Background: an optimization exercise with open tools, aiming at small area and few clock cycles. Do not read the settings as production practice. Function was checked by simulation only, so behaviour that the tests miss may differ from the original. Power figures rest on the tool's default switching activity, not on a simulated workload.

===== config.mk =====
export PLATFORM = sky130hd
export DESIGN_NAME = fusion_sequencer_top
export DESIGN_NICKNAME = fusion_sequencer_top
export VERILOG_FILES = /design/flow/design.v
export SDC_FILE = /design/flow/constraint.sdc
export NUM_CORES = 4
export LEC_CHECK = 0
export CAP_MARGIN = 20
export CORE_MARGIN = 2
export CORE_UTILIZATION = 70
export GPL_ROUTABILITY_DRIVEN = 0
export GPL_TIMING_DRIVEN = 0
export SLEW_MARGIN = 20

===== flow/ports.tcl =====
# Synthesis buffers go, as the standard flow removes them before placement.
remove_buffers

# Port buffers, one per port as the standard flow places them: a buffer
# sized for the fanout on each input, the smallest buffer on each output
# (its load is the 0.01 pF port load).
buffer_ports -inputs -buffer_cell sky130_fd_sc_hd__buf_4
buffer_ports -outputs -buffer_cell sky130_fd_sc_hd__buf_1

===== design.v =====
`default_nettype none
package fusion_pkg;
    localparam int WORD_W = 16;
    localparam int ADDR_W = 12;
    localparam logic [7:0] END_MARK = 8'hFF;
    localparam logic [1:0] PH_HDR0 = 2'd0;
    localparam logic [1:0] PH_HDR1 = 2'd1;
    localparam logic [1:0] PH_DATA = 2'd2;
    localparam logic [1:0] PH_DONE = 2'd3;
endpackage
`default_nettype wire
`timescale 1ns/1ns
`default_nettype none
module set_controller
(
    input  logic                             clock,
    input  logic                             reset,
    input  logic                             go_i,
    input  logic [fusion_pkg::WORD_W-1:0]    input_word_i,
    output logic [fusion_pkg::ADDR_W-1:0]    read_addr_o,
    output logic                             cfg_load_o,
    output logic                             data_o,
    output logic                             last_o,
    output logic                             finish_o
);
    logic                          run_q;
    logic [1:0]                    phase_q;
    logic [fusion_pkg::ADDR_W-1:0] addr_q;
    logic [7:0]                    m_cnt_q;
    logic [3:0]                    k_q;
    logic [3:0]                    k_cnt_q;
    logic                          clear;
    logic                          last_word;
    logic                          last_output;
    logic                          end_mark;
    assign clear       = reset || !go_i;
    assign end_mark    = (input_word_i[7:0] == fusion_pkg::END_MARK);
    assign last_word   = (k_cnt_q == 4'd0);
    assign last_output = (m_cnt_q == 8'd1);
    assign read_addr_o = addr_q;
    assign cfg_load_o  = run_q && (phase_q == fusion_pkg::PH_HDR1);
    assign data_o      = run_q && (phase_q == fusion_pkg::PH_DATA);
    assign last_o      = last_word;
    assign finish_o    = run_q && ((phase_q == fusion_pkg::PH_DONE) ||
                                   ((phase_q == fusion_pkg::PH_HDR0) && end_mark));
    always_ff @(posedge clock)
    begin
        if (clear)
        begin
            run_q   <= 1'b0;
            phase_q <= fusion_pkg::PH_HDR0;
            addr_q  <= '0;
        end
        else
        begin
            run_q  <= 1'b1;
            addr_q <= addr_q + 1'b1;
            if (run_q)
            begin
                case (phase_q)
                    fusion_pkg::PH_HDR0:
                        phase_q <= end_mark ? fusion_pkg::PH_DONE : fusion_pkg::PH_HDR1;
                    fusion_pkg::PH_HDR1:
                        phase_q <= (m_cnt_q == 8'd0) ? fusion_pkg::PH_HDR0 : fusion_pkg::PH_DATA;
                    fusion_pkg::PH_DATA:
                        if (last_word && last_output)
                            phase_q <= fusion_pkg::PH_HDR0;
                    default:
                        phase_q <= fusion_pkg::PH_DONE;
                endcase
            end
        end
    end
    always_ff @(posedge clock)
    begin
        if (phase_q == fusion_pkg::PH_HDR0)
            m_cnt_q <= input_word_i[7:0];
        else if ((phase_q == fusion_pkg::PH_DATA) && last_word)
            m_cnt_q <= m_cnt_q - 8'd1;
        if (phase_q == fusion_pkg::PH_HDR1)
            k_q <= input_word_i[11:8] - 4'd1;
        if (phase_q == fusion_pkg::PH_HDR1)
            k_cnt_q <= input_word_i[11:8] - 4'd1;
        else
            k_cnt_q <= last_word ? k_q : k_cnt_q - 4'd1;
    end
endmodule
`default_nettype wire
`timescale 1ns/1ns
`default_nettype none
module brick_config
(
    input  logic                             clock,
    input  logic                             cfg_load_i,
    input  logic [fusion_pkg::WORD_W-1:0]    input_word_i,
    output logic                             p8_o,
    output logic                             p4_o
);
    always_ff @(posedge clock)
    begin
        if (cfg_load_i)
        begin
            p8_o <= input_word_i[3];
            p4_o <= input_word_i[2];
        end
    end
endmodule
`default_nettype wire
`timescale 1ns/1ns
`default_nettype none
module brick_array
(
    input  logic [15:0] a,
    input  logic [15:0] b,
    input  logic [15:0] acc,
    input  logic        p8,
    input  logic        p4,
    output logic [15:0] sum
);
    wire p2  = ~(p8 | p4);
    wire p84 = p8 | p4;
    wire p42 = ~p8;
    wire p82 = ~p4;
    wire ga_0_g842 = a[0];
    wire pp0 = ga_0_g842 & b[0];
    wire pp1 = (ga_0_g842 & b[1]) ^ p2;
    wire ga_0_g84 = a[0] & p84;
    wire pp2 = ga_0_g84 & b[2];
    wire pp3 = (ga_0_g84 & b[3]) ^ p4;
    wire ga_0_g8 = a[0] & p8;
    wire pp4 = ga_0_g8 & b[4];
    wire pp5 = ga_0_g8 & b[5];
    wire pp6 = ga_0_g8 & b[6];
    wire pp7 = ~ga_0_g8 | ~b[7];
    wire ga_1_g842 = a[1];
    wire pp8 = (ga_1_g842 & b[0]) ^ p2;
    wire pp9 = ga_1_g842 & b[1];
    wire ga_1_g84 = a[1] & p84;
    wire pp10 = ga_1_g84 & b[2];
    wire pp11 = (ga_1_g84 & b[3]) ^ p4;
    wire ga_1_g8 = a[1] & p8;
    wire pp12 = ga_1_g8 & b[4];
    wire pp13 = ga_1_g8 & b[5];
    wire pp14 = ga_1_g8 & b[6];
    wire pp15 = ~ga_1_g8 | ~b[7];
    wire ga_2_g84 = a[2] & p84;
    wire pp16 = ga_2_g84 & b[0];
    wire pp17 = ga_2_g84 & b[1];
    wire ga_2_g2 = a[2] & p2;
    wire pp18 = ga_2_g2 & b[2];
    wire pp19 = ga_2_g84 & b[2];
    wire pp20 = ~ga_2_g2 | ~b[3];
    wire pp21 = (ga_2_g84 & b[3]) ^ p4;
    wire ga_2_g8 = a[2] & p8;
    wire pp22 = ga_2_g8 & b[4];
    wire pp23 = ga_2_g8 & b[5];
    wire pp24 = ga_2_g8 & b[6];
    wire pp25 = ~ga_2_g8 | ~b[7];
    wire ga_3_g84 = a[3] & p84;
    wire pp26 = (ga_3_g84 & b[0]) ^ p4;
    wire pp27 = (ga_3_g84 & b[1]) ^ p4;
    wire ga_3_g2 = a[3] & p2;
    wire pp28 = ~ga_3_g2 | ~b[2];
    wire pp29 = (ga_3_g84 & b[2]) ^ p4;
    wire pp30 = ga_3_g2 & b[3];
    wire pp31 = ga_3_g84 & b[3];
    wire ga_3_g8 = a[3] & p8;
    wire pp32 = ga_3_g8 & b[4];
    wire pp33 = ga_3_g8 & b[5];
    wire pp34 = ga_3_g8 & b[6];
    wire pp35 = ~ga_3_g8 | ~b[7];
    wire ga_4_g8 = a[4] & p8;
    wire pp36 = ga_4_g8 & b[0];
    wire pp37 = ga_4_g8 & b[1];
    wire pp38 = ga_4_g8 & b[2];
    wire pp39 = ga_4_g8 & b[3];
    wire ga_4_g42 = a[4] & p42;
    wire pp40 = ga_4_g42 & b[4];
    wire pp41 = ga_4_g8 & b[4];
    wire pp42 = (ga_4_g42 & b[5]) ^ p2;
    wire pp43 = ga_4_g8 & b[5];
    wire ga_4_g4 = a[4] & p4;
    wire pp44 = ga_4_g4 & b[6];
    wire pp45 = ga_4_g8 & b[6];
    wire pp46 = ~ga_4_g4 | ~b[7];
    wire pp47 = ~ga_4_g8 | ~b[7];
    wire ga_5_g8 = a[5] & p8;
    wire pp48 = ga_5_g8 & b[0];
    wire pp49 = ga_5_g8 & b[1];
    wire pp50 = ga_5_g8 & b[2];
    wire pp51 = ga_5_g8 & b[3];
    wire ga_5_g42 = a[5] & p42;
    wire pp52 = (ga_5_g42 & b[4]) ^ p2;
    wire pp53 = ga_5_g8 & b[4];
    wire pp54 = ga_5_g42 & b[5];
    wire pp55 = ga_5_g8 & b[5];
    wire ga_5_g4 = a[5] & p4;
    wire pp56 = ga_5_g4 & b[6];
    wire pp57 = ga_5_g8 & b[6];
    wire pp58 = ~ga_5_g4 | ~b[7];
    wire pp59 = ~ga_5_g8 | ~b[7];
    wire ga_6_g8 = a[6] & p8;
    wire pp60 = ga_6_g8 & b[0];
    wire pp61 = ga_6_g8 & b[1];
    wire pp62 = ga_6_g8 & b[2];
    wire pp63 = ga_6_g8 & b[3];
    wire ga_6_g4 = a[6] & p4;
    wire pp64 = ga_6_g4 & b[4];
    wire pp65 = ga_6_g8 & b[4];
    wire pp66 = ga_6_g4 & b[5];
    wire pp67 = ga_6_g8 & b[5];
    wire ga_6_g2 = a[6] & p2;
    wire pp68 = ga_6_g2 & b[6];
    wire pp69 = ga_6_g4 & b[6];
    wire pp70 = ga_6_g8 & b[6];
    wire pp71 = ~ga_6_g2 | ~b[7];
    wire pp72 = ~ga_6_g4 | ~b[7];
    wire pp73 = ~ga_6_g8 | ~b[7];
    wire ga_7_g8 = a[7] & p8;
    wire pp74 = ~ga_7_g8 | ~b[0];
    wire pp75 = ~ga_7_g8 | ~b[1];
    wire pp76 = ~ga_7_g8 | ~b[2];
    wire pp77 = ~ga_7_g8 | ~b[3];
    wire ga_7_g4 = a[7] & p4;
    wire pp78 = ~ga_7_g4 | ~b[4];
    wire pp79 = ~ga_7_g8 | ~b[4];
    wire pp80 = ~ga_7_g4 | ~b[5];
    wire pp81 = ~ga_7_g8 | ~b[5];
    wire ga_7_g2 = a[7] & p2;
    wire pp82 = ~ga_7_g2 | ~b[6];
    wire pp83 = ~ga_7_g4 | ~b[6];
    wire pp84 = ~ga_7_g8 | ~b[6];
    wire pp85 = ga_7_g2 & b[7];
    wire pp86 = ga_7_g4 & b[7];
    wire pp87 = ga_7_g8 & b[7];
    wire ga_8_g842 = a[8];
    wire pp88 = ga_8_g842 & b[8];
    wire pp89 = (ga_8_g842 & b[9]) ^ p2;
    wire ga_8_g84 = a[8] & p84;
    wire pp90 = ga_8_g84 & b[10];
    wire pp91 = (ga_8_g84 & b[11]) ^ p4;
    wire ga_8_g8 = a[8] & p8;
    wire pp92 = ga_8_g8 & b[12];
    wire pp93 = ga_8_g8 & b[13];
    wire pp94 = ga_8_g8 & b[14];
    wire pp95 = ~ga_8_g8 | ~b[15];
    wire ga_9_g842 = a[9];
    wire pp96 = (ga_9_g842 & b[8]) ^ p2;
    wire pp97 = ga_9_g842 & b[9];
    wire ga_9_g84 = a[9] & p84;
    wire pp98 = ga_9_g84 & b[10];
    wire pp99 = (ga_9_g84 & b[11]) ^ p4;
    wire ga_9_g8 = a[9] & p8;
    wire pp100 = ga_9_g8 & b[12];
    wire pp101 = ga_9_g8 & b[13];
    wire pp102 = ga_9_g8 & b[14];
    wire pp103 = ~ga_9_g8 | ~b[15];
    wire ga_10_g84 = a[10] & p84;
    wire pp104 = ga_10_g84 & b[8];
    wire pp105 = ga_10_g84 & b[9];
    wire ga_10_g2 = a[10] & p2;
    wire pp106 = ga_10_g2 & b[10];
    wire pp107 = ga_10_g84 & b[10];
    wire pp108 = ~ga_10_g2 | ~b[11];
    wire pp109 = (ga_10_g84 & b[11]) ^ p4;
    wire ga_10_g8 = a[10] & p8;
    wire pp110 = ga_10_g8 & b[12];
    wire pp111 = ga_10_g8 & b[13];
    wire pp112 = ga_10_g8 & b[14];
    wire pp113 = ~ga_10_g8 | ~b[15];
    wire ga_11_g84 = a[11] & p84;
    wire pp114 = (ga_11_g84 & b[8]) ^ p4;
    wire pp115 = (ga_11_g84 & b[9]) ^ p4;
    wire ga_11_g2 = a[11] & p2;
    wire pp116 = ~ga_11_g2 | ~b[10];
    wire pp117 = (ga_11_g84 & b[10]) ^ p4;
    wire pp118 = ga_11_g2 & b[11];
    wire pp119 = ga_11_g84 & b[11];
    wire ga_11_g8 = a[11] & p8;
    wire pp120 = ga_11_g8 & b[12];
    wire pp121 = ga_11_g8 & b[13];
    wire pp122 = ga_11_g8 & b[14];
    wire pp123 = ~ga_11_g8 | ~b[15];
    wire ga_12_g8 = a[12] & p8;
    wire pp124 = ga_12_g8 & b[8];
    wire pp125 = ga_12_g8 & b[9];
    wire pp126 = ga_12_g8 & b[10];
    wire pp127 = ga_12_g8 & b[11];
    wire ga_12_g42 = a[12] & p42;
    wire pp128 = ga_12_g42 & b[12];
    wire pp129 = ga_12_g8 & b[12];
    wire pp130 = (ga_12_g42 & b[13]) ^ p2;
    wire pp131 = ga_12_g8 & b[13];
    wire ga_12_g4 = a[12] & p4;
    wire pp132 = ga_12_g4 & b[14];
    wire pp133 = ga_12_g8 & b[14];
    wire pp134 = ~ga_12_g4 | ~b[15];
    wire pp135 = ~ga_12_g8 | ~b[15];
    wire ga_13_g8 = a[13] & p8;
    wire pp136 = ga_13_g8 & b[8];
    wire pp137 = ga_13_g8 & b[9];
    wire pp138 = ga_13_g8 & b[10];
    wire pp139 = ga_13_g8 & b[11];
    wire ga_13_g42 = a[13] & p42;
    wire pp140 = (ga_13_g42 & b[12]) ^ p2;
    wire pp141 = ga_13_g8 & b[12];
    wire pp142 = ga_13_g42 & b[13];
    wire pp143 = ga_13_g8 & b[13];
    wire ga_13_g4 = a[13] & p4;
    wire pp144 = ga_13_g4 & b[14];
    wire pp145 = ga_13_g8 & b[14];
    wire pp146 = ~ga_13_g4 | ~b[15];
    wire pp147 = ~ga_13_g8 | ~b[15];
    wire ga_14_g8 = a[14] & p8;
    wire pp148 = ga_14_g8 & b[8];
    wire pp149 = ga_14_g8 & b[9];
    wire pp150 = ga_14_g8 & b[10];
    wire pp151 = ga_14_g8 & b[11];
    wire ga_14_g4 = a[14] & p4;
    wire pp152 = ga_14_g4 & b[12];
    wire pp153 = ga_14_g8 & b[12];
    wire pp154 = ga_14_g4 & b[13];
    wire pp155 = ga_14_g8 & b[13];
    wire ga_14_g2 = a[14] & p2;
    wire pp156 = ga_14_g2 & b[14];
    wire pp157 = ga_14_g4 & b[14];
    wire pp158 = ga_14_g8 & b[14];
    wire pp159 = ~ga_14_g2 | ~b[15];
    wire pp160 = ~ga_14_g4 | ~b[15];
    wire pp161 = ~ga_14_g8 | ~b[15];
    wire ga_15_g8 = a[15] & p8;
    wire pp162 = ~ga_15_g8 | ~b[8];
    wire pp163 = ~ga_15_g8 | ~b[9];
    wire pp164 = ~ga_15_g8 | ~b[10];
    wire pp165 = ~ga_15_g8 | ~b[11];
    wire ga_15_g4 = a[15] & p4;
    wire pp166 = ~ga_15_g4 | ~b[12];
    wire pp167 = ~ga_15_g8 | ~b[12];
    wire pp168 = ~ga_15_g4 | ~b[13];
    wire pp169 = ~ga_15_g8 | ~b[13];
    wire ga_15_g2 = a[15] & p2;
    wire pp170 = ~ga_15_g2 | ~b[14];
    wire pp171 = ~ga_15_g4 | ~b[14];
    wire pp172 = ~ga_15_g8 | ~b[14];
    wire pp173 = ga_15_g2 & b[15];
    wire pp174 = ga_15_g4 & b[15];
    wire pp175 = ga_15_g8 & b[15];
    wire k4 = p84;
    wire k5 = p4;
    wire k8 = p82;
    wire s0 = acc[1] ^ pp20 ^ pp28;
    wire c0 = (acc[1] & pp20) | (acc[1] & pp28) | (pp20 & pp28);
    wire s1 = pp71 ^ pp82 ^ pp108;
    wire c1 = (pp71 & pp82) | (pp71 & pp108) | (pp82 & pp108);
    wire s2 = acc[2] ^ pp2 ^ pp9;
    wire c2 = (acc[2] & pp2) | (acc[2] & pp9) | (pp2 & pp9);
    wire s3 = pp16 ^ pp30 ^ pp44;
    wire c3 = (pp16 & pp30) | (pp16 & pp44) | (pp30 & pp44);
    wire s4 = pp54 ^ pp64 ^ pp85;
    wire c4 = (pp54 & pp64) | (pp54 & pp85) | (pp64 & pp85);
    wire s5 = acc[3] ^ pp10 ^ pp17;
    wire c5 = (acc[3] & pp10) | (acc[3] & pp17) | (pp10 & pp17);
    wire s6 = pp46 ^ pp56 ^ pp66;
    wire c6 = (pp46 & pp56) | (pp46 & pp66) | (pp56 & pp66);
    wire s7 = pp78 ^ pp98 ^ pp105;
    wire c7 = (pp78 & pp98) | (pp78 & pp105) | (pp98 & pp105);
    wire hs0 = pp134 ^ pp144;
    wire hc0 = pp134 & pp144;
    wire s8 = acc[4] ^ k4 ^ pp4;
    wire c8 = (acc[4] & k4) | (acc[4] & pp4) | (k4 & pp4);
    wire s9 = pp19 ^ pp36 ^ pp58;
    wire c9 = (pp19 & pp36) | (pp19 & pp58) | (pp36 & pp58);
    wire s10 = pp69 ^ pp80 ^ pp92;
    wire c10 = (pp69 & pp80) | (pp69 & pp92) | (pp80 & pp92);
    wire s11 = pp107 ^ pp124 ^ pp146;
    wire c11 = (pp107 & pp124) | (pp107 & pp146) | (pp124 & pp146);
    wire hs1 = pp157 ^ pp168;
    wire hc1 = pp157 & pp168;
    wire s12 = acc[5] ^ k5 ^ pp5;
    wire c12 = (acc[5] & k5) | (acc[5] & pp5) | (k5 & pp5);
    wire s13 = pp12 ^ pp37 ^ pp48;
    wire c13 = (pp12 & pp37) | (pp12 & pp48) | (pp37 & pp48);
    wire s14 = pp72 ^ pp83 ^ pp93;
    wire c14 = (pp72 & pp83) | (pp72 & pp93) | (pp83 & pp93);
    wire s15 = pp100 ^ pp125 ^ pp136;
    wire c15 = (pp100 & pp125) | (pp100 & pp136) | (pp125 & pp136);
    wire s16 = pp160 ^ pp171 ^ pp21;
    wire c16 = (pp160 & pp171) | (pp160 & pp21) | (pp171 & pp21);
    wire s17 = acc[6] ^ pp6 ^ pp13;
    wire c17 = (acc[6] & pp6) | (acc[6] & pp13) | (pp6 & pp13);
    wire s18 = pp22 ^ pp31 ^ pp38;
    wire c18 = (pp22 & pp31) | (pp22 & pp38) | (pp31 & pp38);
    wire s19 = pp49 ^ pp60 ^ pp86;
    wire c19 = (pp49 & pp60) | (pp49 & pp86) | (pp60 & pp86);
    wire s20 = pp94 ^ pp101 ^ pp110;
    wire c20 = (pp94 & pp101) | (pp94 & pp110) | (pp101 & pp110);
    wire hs2 = pp119 ^ pp126;
    wire hc2 = pp119 & pp126;
    wire s21 = acc[7] ^ pp7 ^ pp14;
    wire c21 = (acc[7] & pp7) | (acc[7] & pp14) | (pp7 & pp14);
    wire s22 = pp23 ^ pp32 ^ pp39;
    wire c22 = (pp23 & pp32) | (pp23 & pp39) | (pp32 & pp39);
    wire s23 = pp50 ^ pp61 ^ pp74;
    wire c23 = (pp50 & pp61) | (pp50 & pp74) | (pp61 & pp74);
    wire s24 = pp95 ^ pp102 ^ pp111;
    wire c24 = (pp95 & pp102) | (pp95 & pp111) | (pp102 & pp111);
    wire hs3 = pp120 ^ pp127;
    wire hc3 = pp120 & pp127;
    wire s25 = acc[8] ^ k8 ^ pp15;
    wire c25 = (acc[8] & k8) | (acc[8] & pp15) | (k8 & pp15);
    wire s26 = pp24 ^ pp33 ^ pp41;
    wire c26 = (pp24 & pp33) | (pp24 & pp41) | (pp33 & pp41);
    wire s27 = pp51 ^ pp62 ^ pp75;
    wire c27 = (pp51 & pp62) | (pp51 & pp75) | (pp62 & pp75);
    wire s28 = pp103 ^ pp112 ^ pp121;
    wire c28 = (pp103 & pp112) | (pp103 & pp121) | (pp112 & pp121);
    wire s29 = acc[9] ^ pp25 ^ pp34;
    wire c29 = (acc[9] & pp25) | (acc[9] & pp34) | (pp25 & pp34);
    wire s30 = pp43 ^ pp53 ^ pp63;
    wire c30 = (pp43 & pp53) | (pp43 & pp63) | (pp53 & pp63);
    wire s31 = pp116 ^ pp159 ^ pp170;
    wire c31 = (pp116 & pp159) | (pp116 & pp170) | (pp159 & pp170);
    wire s32 = pp1 ^ pp8 ^ pp42;
    wire c32 = (pp1 & pp8) | (pp1 & pp42) | (pp8 & pp42);
    wire s33 = pp90 ^ pp97 ^ pp104;
    wire c33 = (pp90 & pp97) | (pp90 & pp104) | (pp97 & pp104);
    wire s34 = pp118 ^ pp132 ^ pp142;
    wire c34 = (pp118 & pp132) | (pp118 & pp142) | (pp132 & pp142);
    wire s35 = pp152 ^ pp173 ^ c0;
    wire c35 = (pp152 & pp173) | (pp152 & c0) | (pp173 & c0);
    wire s36 = pp154 ^ pp166 ^ pp3;
    wire c36 = (pp154 & pp166) | (pp154 & pp3) | (pp166 & pp3);
    wire s37 = pp26 ^ pp91 ^ pp114;
    wire c37 = (pp26 & pp91) | (pp26 & pp114) | (pp91 & pp114);
    wire s38 = hs0 ^ c2 ^ c3;
    wire c38 = (hs0 & c2) | (hs0 & c3) | (c2 & c3);
    wire hs4 = c4 ^ s5;
    wire hc4 = c4 & s5;
    wire s39 = pp11 ^ pp27 ^ pp99;
    wire c39 = (pp11 & pp27) | (pp11 & pp99) | (pp27 & pp99);
    wire s40 = pp115 ^ hc0 ^ hs1;
    wire c40 = (pp115 & hc0) | (pp115 & hs1) | (hc0 & hs1);
    wire s41 = c5 ^ c6 ^ c7;
    wire c41 = (c5 & c6) | (c5 & c7) | (c6 & c7);
    wire s42 = s8 ^ s9 ^ s10;
    wire c42 = (s8 & s9) | (s8 & s10) | (s9 & s10);
    wire s43 = pp29 ^ pp109 ^ pp117;
    wire c43 = (pp29 & pp109) | (pp29 & pp117) | (pp109 & pp117);
    wire s44 = hc1 ^ c8 ^ c9;
    wire c44 = (hc1 & c8) | (hc1 & c9) | (c8 & c9);
    wire s45 = c10 ^ c11 ^ s12;
    wire c45 = (c10 & c11) | (c10 & s12) | (c11 & s12);
    wire s46 = s13 ^ s14 ^ s15;
    wire c46 = (s13 & s14) | (s13 & s15) | (s14 & s15);
    wire s47 = pp137 ^ pp148 ^ pp174;
    wire c47 = (pp137 & pp148) | (pp137 & pp174) | (pp148 & pp174);
    wire s48 = hs2 ^ c12 ^ c13;
    wire c48 = (hs2 & c12) | (hs2 & c13) | (c12 & c13);
    wire s49 = c14 ^ c15 ^ s17;
    wire c49 = (c14 & c15) | (c14 & s17) | (c15 & s17);
    wire s50 = s18 ^ s19 ^ s20;
    wire c50 = (s18 & s19) | (s18 & s20) | (s19 & s20);
    wire s51 = pp138 ^ pp149 ^ pp162;
    wire c51 = (pp138 & pp149) | (pp138 & pp162) | (pp149 & pp162);
    wire s52 = hc2 ^ hs3 ^ c17;
    wire c52 = (hc2 & hs3) | (hc2 & c17) | (hs3 & c17);
    wire s53 = c18 ^ c19 ^ c20;
    wire c53 = (c18 & c19) | (c18 & c20) | (c19 & c20);
    wire s54 = s21 ^ s22 ^ s23;
    wire c54 = (s21 & s22) | (s21 & s23) | (s22 & s23);
    wire s55 = pp129 ^ pp139 ^ pp150;
    wire c55 = (pp129 & pp139) | (pp129 & pp150) | (pp139 & pp150);
    wire s56 = pp163 ^ hc3 ^ c21;
    wire c56 = (pp163 & hc3) | (pp163 & c21) | (hc3 & c21);
    wire s57 = c22 ^ c23 ^ c24;
    wire c57 = (c22 & c23) | (c22 & c24) | (c23 & c24);
    wire s58 = s25 ^ s26 ^ s27;
    wire c58 = (s25 & s26) | (s25 & s27) | (s26 & s27);
    wire s59 = pp76 ^ pp113 ^ pp122;
    wire c59 = (pp76 & pp113) | (pp76 & pp122) | (pp113 & pp122);
    wire s60 = pp131 ^ pp141 ^ pp151;
    wire c60 = (pp131 & pp141) | (pp131 & pp151) | (pp141 & pp151);
    wire s61 = pp164 ^ c25 ^ c26;
    wire c61 = (pp164 & c25) | (pp164 & c26) | (c25 & c26);
    wire s62 = c27 ^ c28 ^ s29;
    wire c62 = (c27 & c28) | (c27 & s29) | (c28 & s29);
    wire s63 = acc[10] ^ pp35 ^ pp45;
    wire c63 = (acc[10] & pp35) | (acc[10] & pp45) | (pp35 & pp45);
    wire s64 = pp55 ^ pp65 ^ pp77;
    wire c64 = (pp55 & pp65) | (pp55 & pp77) | (pp65 & pp77);
    wire s65 = pp123 ^ pp133 ^ pp143;
    wire c65 = (pp123 & pp133) | (pp123 & pp143) | (pp133 & pp143);
    wire s66 = pp153 ^ pp165 ^ c29;
    wire c66 = (pp153 & pp165) | (pp153 & c29) | (pp165 & c29);
    wire s67 = acc[11] ^ pp47 ^ pp57;
    wire c67 = (acc[11] & pp47) | (acc[11] & pp57) | (pp47 & pp57);
    wire s68 = pp67 ^ pp79 ^ pp135;
    wire c68 = (pp67 & pp79) | (pp67 & pp135) | (pp79 & pp135);
    wire s69 = acc[0] ^ pp0 ^ pp18;
    wire c69 = (acc[0] & pp0) | (acc[0] & pp18) | (pp0 & pp18);
    wire hs5 = pp40 ^ pp68;
    wire hc5 = pp40 & pp68;
    wire s70 = pp52 ^ pp89 ^ pp96;
    wire c70 = (pp52 & pp89) | (pp52 & pp96) | (pp89 & pp96);
    wire s71 = pp130 ^ pp140 ^ s31;
    wire c71 = (pp130 & pp140) | (pp130 & s31) | (pp140 & s31);
    wire hs6 = s0 ^ s1;
    wire hc6 = s0 & s1;
    wire s72 = c31 ^ c1 ^ s33;
    wire c72 = (c31 & c1) | (c31 & s33) | (c1 & s33);
    wire s73 = s34 ^ s2 ^ s3;
    wire c73 = (s34 & s2) | (s34 & s3) | (s2 & s3);
    wire s74 = s4 ^ c32 ^ s35;
    wire c74 = (s4 & c32) | (s4 & s35) | (c32 & s35);
    wire s75 = c33 ^ c34 ^ s6;
    wire c75 = (c33 & c34) | (c33 & s6) | (c34 & s6);
    wire s76 = s7 ^ s36 ^ s37;
    wire c76 = (s7 & s36) | (s7 & s37) | (s36 & s37);
    wire s77 = c35 ^ hs4 ^ s38;
    wire c77 = (c35 & hs4) | (c35 & s38) | (hs4 & s38);
    wire s78 = s11 ^ c36 ^ c37;
    wire c78 = (s11 & c36) | (s11 & c37) | (c36 & c37);
    wire s79 = s39 ^ hc4 ^ c38;
    wire c79 = (s39 & hc4) | (s39 & c38) | (hc4 & c38);
    wire s80 = s40 ^ s41 ^ s42;
    wire c80 = (s40 & s41) | (s40 & s42) | (s41 & s42);
    wire s81 = c39 ^ s43 ^ s16;
    wire c81 = (c39 & s43) | (c39 & s16) | (s43 & s16);
    wire s82 = c40 ^ c41 ^ c42;
    wire c82 = (c40 & c41) | (c40 & c42) | (c41 & c42);
    wire s83 = s44 ^ s45 ^ s46;
    wire c83 = (s44 & s45) | (s44 & s46) | (s45 & s46);
    wire s84 = s47 ^ c43 ^ c16;
    wire c84 = (s47 & c43) | (s47 & c16) | (c43 & c16);
    wire s85 = c44 ^ c45 ^ c46;
    wire c85 = (c44 & c45) | (c44 & c46) | (c45 & c46);
    wire s86 = s48 ^ s49 ^ s50;
    wire c86 = (s48 & s49) | (s48 & s50) | (s49 & s50);
    wire s87 = c47 ^ s51 ^ s24;
    wire c87 = (c47 & s51) | (c47 & s24) | (s51 & s24);
    wire s88 = c48 ^ c49 ^ c50;
    wire c88 = (c48 & c49) | (c48 & c50) | (c49 & c50);
    wire s89 = s52 ^ s53 ^ s54;
    wire c89 = (s52 & s53) | (s52 & s54) | (s53 & s54);
    wire s90 = c51 ^ s55 ^ s28;
    wire c90 = (c51 & s55) | (c51 & s28) | (s55 & s28);
    wire s91 = c52 ^ c53 ^ c54;
    wire c91 = (c52 & c53) | (c52 & c54) | (c53 & c54);
    wire s92 = s56 ^ s57 ^ s58;
    wire c92 = (s56 & s57) | (s56 & s58) | (s57 & s58);
    wire s93 = c55 ^ s59 ^ s60;
    wire c93 = (c55 & s59) | (c55 & s60) | (s59 & s60);
    wire s94 = s30 ^ c56 ^ c57;
    wire c94 = (s30 & c56) | (s30 & c57) | (c56 & c57);
    wire s95 = c58 ^ s61 ^ s62;
    wire c95 = (c58 & s61) | (c58 & s62) | (s61 & s62);
    wire s96 = c59 ^ c60 ^ c30;
    wire c96 = (c59 & c60) | (c59 & c30) | (c60 & c30);
    wire s97 = s63 ^ s64 ^ s65;
    wire c97 = (s63 & s64) | (s63 & s65) | (s64 & s65);
    wire s98 = c61 ^ c62 ^ s66;
    wire c98 = (c61 & c62) | (c61 & s66) | (c62 & s66);
    wire s99 = pp145 ^ pp155 ^ pp167;
    wire c99 = (pp145 & pp155) | (pp145 & pp167) | (pp155 & pp167);
    wire s100 = c63 ^ c64 ^ c65;
    wire c100 = (c63 & c64) | (c63 & c65) | (c64 & c65);
    wire s101 = s67 ^ s68 ^ c66;
    wire c101 = (s67 & s68) | (s67 & c66) | (s68 & c66);
    wire s102 = acc[12] ^ pp59 ^ pp70;
    wire c102 = (acc[12] & pp59) | (acc[12] & pp70) | (pp59 & pp70);
    wire s103 = pp81 ^ pp147 ^ pp158;
    wire c103 = (pp81 & pp147) | (pp81 & pp158) | (pp147 & pp158);
    wire s104 = pp169 ^ c67 ^ c68;
    wire c104 = (pp169 & c67) | (pp169 & c68) | (c67 & c68);
    wire s105 = acc[13] ^ pp73 ^ pp84;
    wire c105 = (acc[13] & pp73) | (acc[13] & pp84) | (pp73 & pp84);
    wire s106 = pp88 ^ pp106 ^ pp128;
    wire c106 = (pp88 & pp106) | (pp88 & pp128) | (pp106 & pp128);
    wire s107 = hc5 ^ c69 ^ s70;
    wire c107 = (hc5 & c69) | (hc5 & s70) | (c69 & s70);
    wire hs7 = s32 ^ hs6;
    wire hc7 = s32 & hs6;
    wire s108 = c70 ^ hc6 ^ c71;
    wire c108 = (c70 & hc6) | (c70 & c71) | (hc6 & c71);
    wire s109 = s72 ^ s73 ^ s74;
    wire c109 = (s72 & s73) | (s72 & s74) | (s73 & s74);
    wire s110 = c72 ^ c73 ^ s75;
    wire c110 = (c72 & c73) | (c72 & s75) | (c73 & s75);
    wire s111 = s76 ^ c74 ^ s77;
    wire c111 = (s76 & c74) | (s76 & s77) | (c74 & s77);
    wire s112 = c75 ^ c76 ^ s78;
    wire c112 = (c75 & c76) | (c75 & s78) | (c76 & s78);
    wire s113 = c77 ^ s79 ^ s80;
    wire c113 = (c77 & s79) | (c77 & s80) | (s79 & s80);
    wire s114 = c78 ^ s81 ^ c79;
    wire c114 = (c78 & s81) | (c78 & c79) | (s81 & c79);
    wire s115 = c80 ^ s82 ^ s83;
    wire c115 = (c80 & s82) | (c80 & s83) | (s82 & s83);
    wire s116 = c81 ^ s84 ^ c82;
    wire c116 = (c81 & s84) | (c81 & c82) | (s84 & c82);
    wire s117 = c83 ^ s85 ^ s86;
    wire c117 = (c83 & s85) | (c83 & s86) | (s85 & s86);
    wire s118 = c84 ^ s87 ^ c85;
    wire c118 = (c84 & s87) | (c84 & c85) | (s87 & c85);
    wire s119 = c86 ^ s88 ^ s89;
    wire c119 = (c86 & s88) | (c86 & s89) | (s88 & s89);
    wire s120 = c87 ^ s90 ^ c88;
    wire c120 = (c87 & s90) | (c87 & c88) | (s90 & c88);
    wire s121 = c89 ^ s91 ^ s92;
    wire c121 = (c89 & s91) | (c89 & s92) | (s91 & s92);
    wire s122 = c90 ^ s93 ^ c91;
    wire c122 = (c90 & s93) | (c90 & c91) | (s93 & c91);
    wire s123 = s94 ^ c92 ^ s95;
    wire c123 = (s94 & c92) | (s94 & s95) | (c92 & s95);
    wire s124 = c93 ^ s96 ^ s97;
    wire c124 = (c93 & s96) | (c93 & s97) | (s96 & s97);
    wire s125 = c94 ^ c95 ^ s98;
    wire c125 = (c94 & c95) | (c94 & s98) | (c95 & s98);
    wire s126 = s99 ^ c96 ^ c97;
    wire c126 = (s99 & c96) | (s99 & c97) | (c96 & c97);
    wire s127 = s100 ^ c98 ^ s101;
    wire c127 = (s100 & c98) | (s100 & s101) | (c98 & s101);
    wire s128 = c99 ^ s102 ^ s103;
    wire c128 = (c99 & s102) | (c99 & s103) | (s102 & s103);
    wire s129 = c100 ^ s104 ^ c101;
    wire c129 = (c100 & s104) | (c100 & c101) | (s104 & c101);
    wire s130 = pp161 ^ pp172 ^ c102;
    wire c130 = (pp161 & pp172) | (pp161 & c102) | (pp172 & c102);
    wire s131 = c103 ^ s105 ^ c104;
    wire c131 = (c103 & s105) | (c103 & c104) | (s105 & c104);
    wire s132 = acc[14] ^ pp87 ^ pp175;
    wire c132 = (acc[14] & pp87) | (acc[14] & pp175) | (pp87 & pp175);
    wire hs8 = pp156 ^ hs5;
    wire hc8 = pp156 & hs5;
    wire s133 = c106 ^ s71 ^ hs7;
    wire c133 = (c106 & s71) | (c106 & hs7) | (s71 & hs7);
    wire s134 = hc7 ^ c107 ^ s108;
    wire c134 = (hc7 & c107) | (hc7 & s108) | (c107 & s108);
    wire s135 = c108 ^ s110 ^ c109;
    wire c135 = (c108 & s110) | (c108 & c109) | (s110 & c109);
    wire s136 = c110 ^ s112 ^ c111;
    wire c136 = (c110 & s112) | (c110 & c111) | (s112 & c111);
    wire s137 = c112 ^ s114 ^ c113;
    wire c137 = (c112 & s114) | (c112 & c113) | (s114 & c113);
    wire s138 = c114 ^ s116 ^ c115;
    wire c138 = (c114 & s116) | (c114 & c115) | (s116 & c115);
    wire s139 = c116 ^ s118 ^ c117;
    wire c139 = (c116 & s118) | (c116 & c117) | (s118 & c117);
    wire s140 = c118 ^ s120 ^ c119;
    wire c140 = (c118 & s120) | (c118 & c119) | (s120 & c119);
    wire s141 = c120 ^ s122 ^ c121;
    wire c141 = (c120 & s122) | (c120 & c121) | (s122 & c121);
    wire s142 = s124 ^ c122 ^ c123;
    wire c142 = (s124 & c122) | (s124 & c123) | (c122 & c123);
    wire s143 = c124 ^ s126 ^ c125;
    wire c143 = (c124 & s126) | (c124 & c125) | (s126 & c125);
    wire s144 = s128 ^ c126 ^ c127;
    wire c144 = (s128 & c126) | (s128 & c127) | (c126 & c127);
    wire s145 = c128 ^ s130 ^ s131;
    wire c145 = (c128 & s130) | (c128 & s131) | (s130 & s131);
    wire s146 = c105 ^ s132 ^ c130;
    wire c146 = (c105 & s132) | (c105 & c130) | (s132 & c130);
    wire hs9 = s106 ^ s69;
    wire hc9 = s106 & s69;
    wire s147 = hc8 ^ s107 ^ s133;
    wire c147 = (hc8 & s107) | (hc8 & s133) | (s107 & s133);
    wire s148 = c133 ^ s134 ^ s109;
    wire c148 = (c133 & s134) | (c133 & s109) | (s134 & s109);
    wire s149 = c134 ^ s111 ^ s135;
    wire c149 = (c134 & s111) | (c134 & s135) | (s111 & s135);
    wire s150 = s113 ^ c135 ^ s136;
    wire c150 = (s113 & c135) | (s113 & s136) | (c135 & s136);
    wire s151 = s115 ^ c136 ^ s137;
    wire c151 = (s115 & c136) | (s115 & s137) | (c136 & s137);
    wire s152 = s117 ^ c137 ^ s138;
    wire c152 = (s117 & c137) | (s117 & s138) | (c137 & s138);
    wire s153 = s119 ^ c138 ^ s139;
    wire c153 = (s119 & c138) | (s119 & s139) | (c138 & s139);
    wire s154 = s121 ^ c139 ^ s140;
    wire c154 = (s121 & c139) | (s121 & s140) | (c139 & s140);
    wire s155 = s123 ^ c140 ^ s141;
    wire c155 = (s123 & c140) | (s123 & s141) | (c140 & s141);
    wire s156 = s125 ^ c141 ^ s142;
    wire c156 = (s125 & c141) | (s125 & s142) | (c141 & s142);
    wire s157 = s127 ^ c142 ^ s143;
    wire c157 = (s127 & c142) | (s127 & s143) | (c142 & s143);
    wire s158 = s129 ^ c143 ^ s144;
    wire c158 = (s129 & c143) | (s129 & s144) | (c143 & s144);
    wire s159 = c129 ^ s145 ^ c144;
    wire c159 = (c129 & s145) | (c129 & c144) | (s145 & c144);
    wire s160 = c131 ^ s146 ^ c145;
    wire c160 = (c131 & s146) | (c131 & c145) | (s146 & c145);
    wire s161 = acc[15] ^ c132 ^ c146;
    wire [15:0] row0 = {c160, c159, c158, c157, c156, c155, c154, c153, c152, c151, c150, c149, c148, c147, hc9, hs9};
    wire [15:0] row1 = {s161, s160, s159, s158, s157, s156, s155, s154, s153, s152, s151, s150, s149, s148, s147, hs8};
    assign sum = row0 + row1;
endmodule
`default_nettype wire
`timescale 1ns/1ns
`default_nettype none
module output_accumulator
(
    input  logic                             clock,
    input  logic                             reset,
    input  logic                             go_i,
    input  logic                             data_i,
    input  logic                             last_i,
    input  logic [fusion_pkg::WORD_W-1:0]    sum_i,
    output logic [fusion_pkg::WORD_W-1:0]    acc_o,
    output logic [fusion_pkg::ADDR_W-1:0]    out_addr_o,
    output logic [fusion_pkg::WORD_W-1:0]    out_data_o,
    output logic                             out_write_o
);
    logic [fusion_pkg::WORD_W-1:0] acc_q;
    logic [fusion_pkg::ADDR_W-1:0] addr_q;
    logic                          write_q;
    logic                          cont_q;
    assign acc_o = cont_q ? acc_q : '0;
    always_ff @(posedge clock)
    begin
        acc_q  <= sum_i;
        cont_q <= data_i && !last_i;
        if (reset || !go_i)
        begin
            addr_q  <= '0;
            write_q <= 1'b0;
        end
        else
        begin
            write_q <= data_i && last_i;
            addr_q  <= addr_q + {11'd0, write_q};
        end
    end
    assign out_addr_o  = addr_q;
    assign out_data_o  = acc_q;
    assign out_write_o = write_q;
endmodule
`default_nettype wire
`timescale 1ns/1ns
`default_nettype none
module fusion_sequencer_top
(
    input  logic        clock,
    input  logic        reset,
    input  logic        go_i,
    input  logic [15:0] input_word_i,
    input  logic [15:0] weight_word_i,
    output logic [11:0] input_addr_o,
    output logic [11:0] weight_addr_o,
    output logic [11:0] out_addr_o,
    output logic [15:0] out_data_o,
    output logic        out_write_o,
    output logic        finish_o
);
    logic [fusion_pkg::ADDR_W-1:0] read_addr;
    logic                          cfg_load;
    logic                          data;
    logic                          last;
    logic                          p8;
    logic                          p4;
    logic [fusion_pkg::WORD_W-1:0] acc;
    logic [fusion_pkg::WORD_W-1:0] sum;
    assign input_addr_o  = read_addr;
    assign weight_addr_o = read_addr;
    set_controller set_controller_inst (
        .clock        (clock),
        .reset        (reset),
        .go_i         (go_i),
        .input_word_i (input_word_i),
        .read_addr_o  (read_addr),
        .cfg_load_o   (cfg_load),
        .data_o       (data),
        .last_o       (last),
        .finish_o     (finish_o)
    );
    brick_config brick_config_inst (
        .clock        (clock),
        .cfg_load_i   (cfg_load),
        .input_word_i (input_word_i),
        .p8_o         (p8),
        .p4_o         (p4)
    );
    brick_array brick_array_inst (
        .a   (input_word_i),
        .b   (weight_word_i),
        .acc (acc),
        .p8  (p8),
        .p4  (p4),
        .sum (sum)
    );
    output_accumulator output_accumulator_inst (
        .clock       (clock),
        .reset       (reset),
        .go_i        (go_i),
        .data_i      (data),
        .last_i      (last),
        .sum_i       (sum),
        .acc_o       (acc),
        .out_addr_o  (out_addr_o),
        .out_data_o  (out_data_o),
        .out_write_o (out_write_o)
    );
endmodule
`default_nettype wire

===== flow/run.sh =====
#!/bin/bash
# The standard layout, with these changes:
# - Yosys's generic synthesis skips its quick ABC pass (synth -noabc), so that
#   extract_fa still sees the adder tree as written and maps it to full
#   adders without inverters between them; the technology-mapping ABC pass
#   later in the script runs as usual.
# - Port buffers come from flow/ports.tcl, run before global placement
#   (global placement is not timing driven, so nothing removes them).
# - Clock tree synthesis uses clkbuf_4 clock buffers and no dummy loads.
set -euo pipefail
sed 's/yosys synth -nofsm -noshare /yosys synth -nofsm -noshare -noabc /' synth_recipe.tcl > flow_synth.tcl
grep -q -- '-noabc' flow_synth.tcl
sed "s#SYNTH_SCRIPT=[^ ]*#SYNTH_SCRIPT=$PWD/flow_synth.tcl#" standard.sh > flow_standard.sh
export DONT_BUFFER_PORTS=1
export PRE_GLOBAL_PLACE_TCL="$PWD/flow/ports.tcl"
export CTS_ARGS="-sink_clustering_enable -repair_clock_nets -buf_list {sky130_fd_sc_hd__clkbuf_4} -dont_use_dummy_load"
bash flow_standard.sh > flow_standard.log 2>&1

===== constraint.sdc =====
create_clock -name core_clock -period 6.0 [get_ports {clock}]
set_input_delay 1.2000 -clock core_clock [delete_from_list [all_inputs] [get_ports {clock}]]
set_output_delay 1.2000 -clock core_clock [all_outputs]
set_load 0.01 [all_outputs]

===== standard.sh =====
#!/bin/bash
# synth_recipe.tcl (not shown) runs the flow's synth.tcl, then flattens the netlist and writes it again
# the make line also repeats each setting of config.mk as NAME=value (left out here)
make -C /OpenROAD-flow-scripts/flow DESIGN_CONFIG=/design/flow/config.mk WORK_HOME=/design/flow/orfs CLKGATE_MAP_FILE= SYNTH_SCRIPT=/design/flow/synth_recipe.tcl "${@:-finish}"

==> impl_metrics.json, run 1 <==
{
  "outcome": "complete, no violations",
  "vdd_drop_max_mv": 0.678,
  "min_from": "set_controller_inst.run_q",
  "crit_path_cell_trace": "buf_4 -> and2_2 -> nand2_1 -> fa_1 -> fa_1 -> fa_1 -> fa_1 -> fa_1 -> fa_1 -> ha_1 -> nand2_1 -> a2bb2oi_1 -> o311a_4 -> nand2_1 -> a21oi_1 -> xnor2_1",
  "io_pins": 89,
  "first_pass_iters": 5,
  "grt_pass1_wl_mm": 33.7,
  "clockBufferDepth": 2,
  "swShare": 0.477,
  "hold_violations": 0,
  "numCtsBuffers": 9,
  "slew_headroom": 0.403,
  "start_kind": "input pin",
  "synthTopCellsByCount": "fa_1 (162), and3_1 (104), nand2_1 (63)",
  "yosys-top-cells-area": "fa_1 (40%), dfxtp_1 (12%), and3_1 (8.0%), ha_1 (5.6%), edfxtp_1 (5.2%)",
  "end_kind": "flip-flop",
  "initial_core_util": 0.712,
  "grtUsageTotal": 0.353,
  "p_leak_nw": 3.89,
  "routed_wl_mm": 20.8,
  "crit_required_ps": 6350,
  "drc": 0,
  "yosys_most_used_dff": "dfxtp_1",
  "final.fill_count": 806,
  "grt_pass1_vias": 6648,
  "synth_area_mm2": 0.00810,
  "dieArea_mm2": 0.0124,
  "fp.dieW_um": 112,
  "final_util": 0.766,
  "nNetsFinal": 1069,
  "syn_inst": 786,
  "drv_cap": 0,
  "slew_violations": 0,
  "worstSetupPathType": "in -> reg",
  "r2r-start": "brick_config_inst.p8_o",
  "hold_ws_ps": 481,
  "cp-startpoint": "input_word_i[7]",
  "antenna_cells": 0,
  "root_buffer": "clkbuf_4",
  "cpMaxStageDelayCell": "fa_1",
  "drive_above_1_share": 0.102,
  "period_needed_ps": 5810,
  "drtAntennaViolNets": 0,
  "netlist.top_cell.by_area": "fa_1",
  "clk_latency_ps": 440,
  "num_rows": 39,
  "grt_start_max_net_pins": 35,
  "p_int_w": 0.00185,
  "synth_top_area_share": 0.400,
  "h-tree-depth": 3,
  "synth_cell_type_count": 44,
  "sequentialPowerShare": 0.170,
  "path_clk_slew_ps": 100,
  "worstMarginPinSlew_ps": 896,
  "port_buffers": 88,
  "antenna_found_initial": 0,
  "p_clk_frac": 0.061,
  "placedCellCount": 957,
  "fin_cells": 977,
  "dr.first_iter.drc_count": 558,
  "setup_ws_ps": 189,
  "wl_per_cell_um": 21.3,
  "dp_hpwl_mm": 15.8,
  "yosys_warnings": 3,
  "power_density_mw_per_mm2": 406,
  "setup_tns_ps": 0,
  "cts_tree": "yes",
  "critPathMaxFanout": 10,
  "grt.overflow.total": 0,
  "cts.sinks": 63,
  "skew_ps": 31.5,
  "min_path_type": "reg -> reg",
  "area_delta_synth_final_pct": 7.51,
  "fin_crit_sh": 0.969,
  "synth.most_common_cell": "fa_1",
  "avgSynthCellArea_um2": 10.3,
  "place_ws_ps": -742,
  "arrival_ps": 6170,
  "max_freq_ghz": 0.172,
  "core_mm2": 0.0114,
  "die_h_um": 112,
  "vias": 6272,
  "p_comb_frac": 0.769,
  "async_reset_ff_frac": 0,
  "synth-seq-area-share": 0.173,
  "synth-edff-count": 14,
  "path_common_cell": "fa_1",
  "vias_per_cell": 6.42,
  "synth_seq_cells": 63,
  "cpPeakStageDelay_ps": 550,
  "syn_nets": 1019,
  "setup_viol": 0,
  "switching_power_w": 0.00169
}
-- critical path, delay by kind of cell --
kind	cells	cell delay, ps
adders and majority gates	7	3420
buffers and inverters	1	220
AOI/OAI and AO/OA	3	600
and+or+nand+nor	4	580
xor gates and xnor gates	1	140
-- layout by cell type, fill, tap and decap left out, drive strengths merged, types with 13 or more instances in the layout --
cell type,Yosys,final
xnor2,34,34
o21ai,15,15
buf,16,101
edfxtp,14,14
and3,104,104
nor2,50,51
and2,24,24
ha,36,36
dfxtp,49,49
nand2,63,63
fa,162,162
nand3,45,45
a21oi,24,24
inv,25,24
xor2,15,15
mux2,13,13
-- kinds of logic (layout without fill, tap and decap cells) --
kind of cell,Yosys count,count (layout),share of synthesized area
AO/OA/AOI/OAI,64,64,0.0547
XOR/XNOR,49,49,0.0530
adder cells (fa/ha/maj),198,198,0.456
flip-flops,63,63,0.173
multiplexers,15,15,0.0205
buffers and inverters,89,136,0.0468
AND/OR/NAND/NOR,308,309,0.196
-- power by group through the flow --
stage	Sequential [W]	Combinational, W	Clock (W)
after CTS	0.000603	0.00267	0.000220
after floorplan	0.000630	0.00209	0
final	0.000603	0.00272	0.000215
after global routing	0.000615	0.00305	0.000236
after global placement	0.000608	0.00257	0
after detailed placement	0.000612	0.00264	0
-- layer usage --
| layer | wire (um) | up-vias | track usage |
|---|---|---|---|
| met5 | 0 | - | 0 |
| met4 | 1150 | 0 | 0.184 |
| met3 | 1790 | 91 | 0.0719 |
| met2 | 10200 | 392 | 0.563 |
| met1 | 7640 | 3092 | 0.463 |
| li1 | - | 2697 | - |
-- through the flow --
step / total power (W) / instance area (um2)
floorplan: 0.00272 / 8100
global placement: 0.00318 / 8450
detailed placement: 0.00326 / 8540
CTS: 0.00350 / 8660
global route: 0.00390 / 8710
finish: 0.00354 / 8710
-- final timing paths --
check / to / slack [ps] / cells after the start
max reg2reg: output_accumulator_inst.acc_q[15] / 210 / 17
max: output_accumulator_inst.acc_q[14] / 190 / 16
min reg2reg: output_accumulator_inst.cont_q / 480 / 2
min: output_accumulator_inst.cont_q / 480 / 2
-- registers in the layout, summed over array words and instances (netlist names) --
name,flops
output_accumulator_inst.acc_q,16
output_accumulator_inst.addr_q,12
set_controller_inst.addr_q,12
set_controller_inst.m_cnt_q,8
set_controller_inst.k_cnt_q,4
set_controller_inst.k_q,4
set_controller_inst.phase_q,2
brick_config_inst.p4_o,1
brick_config_inst.p8_o,1
output_accumulator_inst.cont_q,1
output_accumulator_inst.write_q,1
set_controller_inst.run_q,1
-- layout make-up --
type / count / area (um2) / area share
inverters: 25 / 97.6 / 0.0112
flip-flops and latches: 63 / 1400 / 0.161
clock buffers: 9 / 67.6 / 0.00776
repair buffers: 102 / 616 / 0.0707
multi-input cells: 635 / 6350 / 0.729
well taps: 143 / 179 / 0.0205
-- what timing repair did --
action | CTS | global route
hold buffers | 0 | 0
setup buffers | 5 | 5
setup endpoints to repair | 11 | 4
cloned | 1 | 0
gates resized for setup | 1 | 5
pin swaps | 1 | 2
Testbench counts, summed over its fixed seeds: cycles 26,114.
==> inputs of run 2 (changes only) <==
--- a/flow/run.sh
+++ b/flow/run.sh
@@ -3,13 +3,24 @@
 # - Yosys's generic synthesis skips its quick ABC pass (synth -noabc), so that
 #   extract_fa still sees the adder tree as written and maps it to full
 #   adders without inverters between them; the technology-mapping ABC pass
-#   later in the script runs as usual.
+#   later in the script runs flow/abc.script, an area-oriented mapping.
 # - Port buffers come from flow/ports.tcl, run before global placement
 #   (global placement is not timing driven, so nothing removes them).
 # - Clock tree synthesis uses clkbuf_4 clock buffers and no dummy loads.
 set -euo pipefail
 sed 's/yosys synth -nofsm -noshare /yosys synth -nofsm -noshare -noabc /' synth_recipe.tcl > flow_synth.tcl
 grep -q -- '-noabc' flow_synth.tcl
+# The technology-mapping ABC pass runs flow/abc.script, an area-oriented
+# mapping, in place of ORFS's delay-oriented script
+cat > flow_abc.tcl <<EOF2
+proc abc {args} {
+  set i [lsearch \$args -script]
+  lset args [expr {\$i + 1}] $PWD/flow/abc.script
+  yosys abc {*}\$args
+}
+EOF2
+cat flow_abc.tcl flow_synth.tcl > flow_synth2.tcl
+mv flow_synth2.tcl flow_synth.tcl
 sed "s#SYNTH_SCRIPT=[^ ]*#SYNTH_SCRIPT=$PWD/flow_synth.tcl#" standard.sh > flow_standard.sh
 export DONT_BUFFER_PORTS=1
 export PRE_GLOBAL_PLACE_TCL="$PWD/flow/ports.tcl"
==> flow/abc.script (new file) <==
strash
dch
amap
topo
stime -c
==> run 2 against run 1 <==
  * Clock skew up 16 ps
  * Cell count up 7.0%
  * Register-to-register slack worse by 70 ps
  * Non-clock buffer count down 7
  * Utilization up 2.5 points
  * Synthesized area down 5.2%
  * Global-route usage up 3.1 points
  * Via count up 5.5%
  * Die area down 5.0%
  * Final area down 2.0%
  * Fmax down 2.1%
  * Synthesized cell count up 3.3%
  * Critical endpoint is now output_accumulator_inst.acc_q[15]
==> impl_metrics.json, run 2 <==
{
  "h-tree-depth": 3,
  "drtAntennaViolNets": 0,
  "die_h_um": 109,
  "cpPeakStageDelay_ps": 540,
  "post_dp_cell_area_mm2": 0.00827,
  "slew_headroom": 0.523,
  "slew_violations": 0,
  "dp_hpwl_mm": 17.0,
  "synth-edff-count": 14,
  "finalPower_w": 0.00361,
  "netlist.top_cell.by_area": "fa_1",
  "drc": 0,
  "initial_core_util": 0.711,
  "grtUsageTotal": 0.384,
  "setup_viol": 0,
  "io_pins": 89,
  "top_regs": "output_accumulator_inst.acc_q: 16 flops, output_accumulator_inst.addr_q: 12 flops, set_controller_inst.addr_q: 12 flops",
  "vias_per_cell": 6.33,
  "vias": 6614,
  "dr.first_iter.drc_count": 762,
  "critPathMaxFanout": 10,
  "synth_cell_type_count": 31,
  "worstSetupPathType": "in -> reg",
  "grt_pass1_wl_mm": 33.1,
  "syn_inst": 812,
  "cts_tree": "yes",
  "synth-seq-area-share": 0.183,
  "regMostFlops": "output_accumulator_inst.acc_q",
  "placedCellCount": 1030,
  "synth_top_area_share": 0.422,
  "grt_start_max_net_pins": 35,
  "final_cell_mix": "fa_1 (162), nor2_1 (146), nand2_1 (59), buf_1 (54), nand3_1 (53)",
  "max_freq_ghz": 0.169,
  "final_common_cell": "fa_1",
  "first_pass_iters": 7,
  "yosys_most_used_dff": "dfxtp_1",
  "period_needed_ps": 5930,
  "crit_required_ps": 6300,
  "grt.overflow.total": 0,
  "cpLargestDelayFamily": "adder cells",
  "min_path_type": "reg -> reg",
  "area_delta_synth_final_pct": 11.2,
  "start_kind": "input pin",
  "cpMaxStageDelayCell": "fa_1",
  "numCtsBuffers": 9,
  "yosys_warnings": 3,
  "skew_ps": 47.9,
  "fin_crit_sh": 0.989,
  "crit_path_cell_trace": "buf_4 -> clkinv_2 -> nor2_4 -> fa_1 -> fa_1 -> fa_1 -> fa_1 -> fa_1 -> fa_1 -> ha_1 -> a21oi_2 -> o21a_1 -> o31ai_4 -> nor3b_4 -> o32a_1 -> nor2_1 -> a21oi_1",
  "num_rows": 38,
  "end_kind": "flip-flop",
  "core_mm2": 0.0108,
  "nNetsFinal": 1140,
  "port_buffers": 88,
  "synth_area_mm2": 0.00768,
  "grt_pass1_vias": 6500,
  "drv_cap": 0,
  "path_common_cell": "fa_1",
  "antenna_cells": 0,
  "outcome": "complete, no violations",
  "power_density_mw_per_mm2": 423,
  "worstMarginPinSlew_ps": 711,
  "cp_num_buf_inv": 2,
  "cts.sinks": 63,
  "fp.dieW_um": 109,
  "wl_per_cell_um": 20.4,
  "dieArea_mm2": 0.0118,
  "p_leak_nw": 3.37,
  "synth_seq_cells": 63,
  "vdd_drop_max_mv": 0.703,
  "largest_reg_flops": 16,
  "syn_nets": 1045,
  "synth.most_common_cell": "fa_1",
  "synthTopCellsByCount": "fa_1 (162), nor2_1 (153), nand2_1 (65)",
  "arrival_ps": 6240,
  "antenna_found_initial": 0,
  "drive_above_1_share": 0.101,
  "final_area_mm2": 0.00854,
  "fin_cells": 1045,
  "async_reset_ff_frac": 0,
  "routed_wl_mm": 21.4,
  "avgSynthCellArea_um2": 9.45,
  "path_clk_slew_ps": 110,
  "clk_latency_ps": 440,
  "yosys-top-cells-area": "fa_1 (42%), dfxtp_1 (13%), nor2_1 (7.5%), ha_1 (5.9%), edfxtp_1 (5.5%)",
  "root_buffer": "clkbuf_4",
  "clockBufferDepth": 2,
  "final.fill_count": 752,
  "hold_violations": 0
}
## run 2: cell types whose count changed after synthesis, sizes merged, moves of 25 or more
| cell | previous run | this run |
|---|---|---|
| nor3 | 7 | 41 |
| and3 | 104 | 10 |
| o21ai | 15 | 44 |
| clkbuf | 48 | 0 |
| xnor2 | 34 | 0 |
| inv | 25 | 0 |
| clkinv | 0 | 64 |
| a21oi | 24 | 49 |
| nor2 | 50 | 153 |
## run 2: per-layer routing
metal / GRT usage / vias to the layer above / part of all wire
li1: - / 2913 / -
met1: 0.518 / 3120 / 0.37
met2: 0.577 / 450 / 0.46
met3: 0.0968 / 131 / 0.12
met4: 0.205 / 0 / 0.063
met5: 0 / - / 0
## run 2: report_power, final
| part | switching (W) | internal (W) | total [W] |
|---|---|---|---|
| Clock | 0.000151 | 0.0000696 | 0.000221 |
| Sequential | 0.0000460 | 0.000551 | 0.000597 |
| Combinational | 0.00170 | 0.00109 | 0.00279 |
## run 2: metrics by stage
stage               setup slack (ps)   util  hold slack, ps  setup TNS (ps)
detailed placement              -783  0.766             437           -5260
finish                          66.7  0.791             453               0
floorplan                      -52.1      -             447           -52.1
global placement                -935  0.764             433           -7300
global route                   -26.5  0.791             476           -48.8
CTS                             2.65  0.780             453               0
## run 2: timing repair
| item | 4_1_cts | 5_1_grt |
|---|---|---|
| gates resized for setup | 12 | 33 |
| setup endpoints to repair | 12 | 7 |
| pin swaps | 1 | 2 |
| buffers inserted | 5 | 0 |
| hold buffers | 0 | 0 |
| gates cloned | 1 | 0 |
## run 2: logic make-up after synthesis
logic type / after synthesis / synth area share
adder cells (fa/ha/maj): 198 / 0.481
buffers and inverters: 76 / 0.0430
AND/OR/NAND/NOR: 350 / 0.200
AO/OA/AOI/OAI: 125 / 0.0934
flip-flops: 63 / 0.183
## run 2: layout make-up
type	count	area [um2]	area share
multi-input combinational	674	6090	0.713
sequential	63	1400	0.164
timing repair buffer	95	533	0.0624
inverter	64	274	0.0321
tap	140	175	0.0205
clock buffer	9	67.6	0.00791
## run 2: worst paths after layout
path / from / end / slack, ps / cells after the start
hold reg to reg: output_accumulator_inst.addr_q[11] / output_accumulator_inst.addr_q[11] / 450 / 1
hold / removal: output_accumulator_inst.addr_q[11] / output_accumulator_inst.addr_q[11] / 450 / 1
setup / recovery: weight_word_i[12] / output_accumulator_inst.acc_q[15] / 70 / 17
setup reg to reg: brick_config_inst.p8_o / output_accumulator_inst.acc_q[15] / 140 / 19
==> inputs of run 3 (changes only) <==
==> flow/abc.script (replaced) <==
&get -n
&st
&dch
&nf -R 30
&put
topo
stime -c
==> run 3 against run 2 <==
  * Still clean on timing, DRC and antenna
  * Cell count decreased by 9.3%
  * First-iteration DRC count shrank 13%
  * Register-to-register slack better by 160 ps
  * Utilization up 0.39 points
  * Hold slack improved by 17 ps
  * Combinational power up 1%
  * Total power up 1.2%
  * Fmax grew 3.0%
  * Flip-flop and latch count is the same
  * Non-clock buffer count up 4
  * Routed wire length decreased by 3.7%
  * Critical path type unchanged
  * Largest cell class unchanged
  * Largest power group unchanged
==> impl_metrics.json, run 3 <==
{
  "outcome": "complete, no violations",
  "synth_top_family_by_area": "adder cells",
  "io_pins": 89,
  "worstSetupPathType": "in -> reg",
  "muxShareOfSynthArea": 0,
  "num_rows": 38,
  "synth_cell_type_count": 37,
  "antenna_cells": 0,
  "end_kind": "flip-flop",
  "dieArea_mm2": 0.0119,
  "synth_xor_area_frac": 0.0623,
  "synth_seq_cells": 63,
  "slew_headroom": 0.490,
  "yosys_most_used_dff": "dfxtp_1",
  "syn_nets": 944,
  "yosys.area_share.adder": 0.478,
  "hold_buffers": 0,
  "p_int_w": 0.00189,
  "period_needed_ps": 5760,
  "synth_top_area_share": 0.419,
  "numCtsBuffers": 9,
  "async_reset_ff_frac": 0,
  "synth_compound_gate_area_share": 0.0498,
  "root_buffer": "clkbuf_4",
  "crit_required_ps": 6360,
  "skew_ps": 47.8,
  "syn_inst": 711,
  "cpLargestDelayFamily": "adder cells",
  "grtUsageTotal": 0.371,
  "synth.most_common_cell": "fa_1",
  "cts.sinks": 63,
  "regMostFlops": "output_accumulator_inst.acc_q",
  "rsz0062_at_grt": "no",
  "initial_core_util": 0.717,
  "grt_pass1_wl_mm": 32.0,
  "netlist.top_cell.by_area": "fa_1",
  "critPathMaxFanout": 10,
  "max_freq_ghz": 0.174,
  "yosys-top-cells-area": "fa_1 (42%), dfxtp_1 (13%), and3_1 (8.9%), ha_1 (5.8%), edfxtp_1 (5.4%)",
  "grt_start_max_net_pins": 28,
  "hold_violations": 0,
  "yosys_warnings": 3,
  "vias": 6225,
  "dr.first_iter.drc_count": 662,
  "die_h_um": 109,
  "port_buffers": 88,
  "h-tree-depth": 3,
  "drc": 0,
  "dp_hpwl_mm": 15.3,
  "yosys.area_share.simple": 0.210,
  "clk_latency_ps": 460,
  "clockBufferDepth": 2,
  "switching_power_w": 0.00176,
  "cts_tree": "yes",
  "final_common_cell": "fa_1",
  "cp_num_buf_inv": 1,
  "antenna_found_initial": 0,
  "drive_above_1_share": 0.0891,
  "top_regs": "output_accumulator_inst.acc_q: 16 flops, output_accumulator_inst.addr_q: 12 flops, set_controller_inst.addr_q: 12 flops",
  "p_comb_frac": 0.775,
  "start_kind": "input pin",
  "fp.dieW_um": 109,
  "vias_per_cell": 6.57,
  "grt.overflow.total": 0,
  "synth-edff-count": 14,
  "min_path_type": "reg -> reg",
  "avgSynthCellArea_um2": 10.9,
  "wl_per_cell_um": 21.7,
  "routed_wl_mm": 20.6,
  "largest_reg_flops": 16,
  "swShare": 0.481,
  "synthTopCellsByCount": "fa_1 (162), and3_1 (110), nand3_1 (50)",
  "drtAntennaViolNets": 0,
  "p_clk_frac": 0.058,
  "synth_area_mm2": 0.00773,
  "core_mm2": 0.0108,
  "finalPower_w": 0.00365,
  "final.fill_count": 730,
  "synth-seq-area-share": 0.181,
  "worstMarginPinSlew_ps": 765,
  "path_common_cell": "fa_1",
  "cpPeakStageDelay_ps": 530,
  "setup_tns_ps": 0,
  "vdd_drop_max_mv": 0.727,
  "final_cell_mix": "fa_1 (161), and3_1 (104), buf_1 (54), nand3_1 (50)",
  "p_leak_nw": 3.70,
  "fin_crit_sh": 0.960,
  "cp-startpoint": "input_word_i[7]",
  "nNetsFinal": 1043,
  "sequentialPowerShare": 0.167,
  "area_delta_synth_final_pct": 10.9,
  "first_pass_iters": 5,
  "grt_pass1_vias": 6321,
  "cpMaxStageDelayCell": "fa_1",
  "drv_cap": 0,
  "r2r-start": "brick_config_inst.p8_o",
  "crit_path_cell_trace": "buf_4 -> and2_2 -> nand2_1 -> fa_1 -> fa_1 -> fa_1 -> fa_1 -> fa_1 -> fa_1 -> ha_1 -> a21oi_1 -> o21ai_0 -> or2_0 -> o22ai_1 -> xnor2_1",
  "slew_violations": 0,
  "power_density_mw_per_mm2": 425,
  "arrival_ps": 6120,
  "setup_viol": 0,
  "path_clk_slew_ps": 130,
  "min_from": "output_accumulator_inst.addr_q[11]"
}
## run 3: cell types whose count changed in the layout (fill, tap and decap cells not counted), sizes merged, moves of 7 or more
cell / previous run / this run
a211oi: 9 / 2
and3: 10 / 110
nand2: 65 / 49
xnor2: 0 / 42
o21ai: 44 / 22
nor2: 154 / 30
nor2b: 19 / 2
and2: 1 / 24
xor2: 0 / 13
clkinv: 57 / 15
a21oi: 49 / 29
nor3: 41 / 12
## run 3: final timing paths
| path | end | slack [ps] | depth (start not counted) |
|---|---|---|---|
| min | output_accumulator_inst.addr_q[11] | 470 | 1 |
| min reg2reg | output_accumulator_inst.addr_q[11] | 470 | 1 |
| max | output_accumulator_inst.acc_q[15] | 240 | 15 |
| max reg2reg | output_accumulator_inst.acc_q[12] | 300 | 17 |
## run 3: timing repair
action | 4_1_cts | 5_1_grt
pin swaps | 1 | 1
cloned | 1 | 0
setup endpoints to repair | 8 | 5
buffers inserted | 2 | 4
resized for setup | 0 | 2
## run 3: final cells by class
type                       instances  area, um2  share of cell area
multi-input combinational        622       6300               0.734
tap                              140        175              0.0204
sequential                        63       1400               0.163
timing repair buffer              99        578              0.0674
clock buffer                       9       67.6             0.00788
inverter                          15       61.3             0.00715
## run 3: worst register-to-register path, delay by kind of cell (launching register included)
family / cells / cell delay (ps)
adder cells (fa/ha/maj): 7 / 3340
AND/OR/NAND/NOR: 4 / 810
AO/OA/AOI/OAI: 3 / 530
flip-flops: 1 / 420
buffers and inverters: 2 / 390
XOR/XNOR: 1 / 180
## run 3: logic make-up (layout without fill, tap and decap cells)
family	after synthesis	count (layout)
simple gates	299	300
fa+ha+maj	198	198
compound gates	69	69
flops	63	63
xor+xnor	55	55
buf+inv	27	123
## run 3: per-stage QoR
step | util | hold slack [ps] | area, um2 | worst slack, ps | cells
global placement | 0.776 | 437 | 8380 | -925 | 927
global route | 0.795 | 498 | 8580 | 3.72 | 948
floorplan | - | 437 | 7840 | -6.18 | 711
finish | 0.795 | 470 | 8580 | 239 | 948
CTS | 0.792 | 467 | 8540 | 48.2 | 944
detailed placement | 0.783 | 446 | 8450 | -402 | 932
## run 3: power groups by stage
stage	Sequential, W	Clock, W	Combinational [W]
final	0.000610	0.000211	0.00283
after detailed placement	0.000619	0	0.00276
after global placement	0.000616	0	0.00268
after CTS	0.000609	0.000218	0.00279
after floorplan	0.000640	0	0.00210
after global routing	0.000621	0.000231	0.00314
## run 3: metal layers
layer / GRT usage / share of wire
met4: 0.236 / 0.063
met5: 0 / 0
met3: 0.0801 / 0.11
met1: 0.473 / 0.36
met2: 0.577 / 0.47

==> afterwards: timing with drivers on the ports <==
The results above use ideal ports. As a check the final layouts listed here were re-extracted and re-timed, cells and wires unchanged. Step 1 (the two cells are an assumption about what drives the block):
set clk [get_ports {clock}]
set_driving_cell -lib_cell sky130_fd_sc_hd__clkbuf_16 $clk
set_driving_cell -lib_cell sky130_fd_sc_hd__buf_2 [delete_from_list [all_inputs] $clk]
Step 2 adds t to the input delays and takes it off the output delays; t is the mean of the earliest and latest rising clock arrival at the registers after step 1. Input paths then give back, and output paths get back, about the clock's delay inside the block. Three values: no drivers, after step 1, after step 2; two values: the first two.
run | shift t [ns] | slack for setup (ns) | clock arrival spread, ns | cell pins on the clock port's net
run 1 | 0.455 | 0.189 / 0.195 / -0.260 | 0.032 / 0.032 | 1
run 2 | 0.453 | 0.067 / 0.069 / -0.384 | 0.048 / 0.048 | 1
run 3 | 0.467 | 0.239 / 0.251 / -0.216 | 0.048 / 0.048 | 1
Met with ideal ports but missed after step 2: setup timing in every run listed. The setup slack of run 3, which loses most, moves by +0.012 ns with the drivers and by -0.455 ns with both steps.
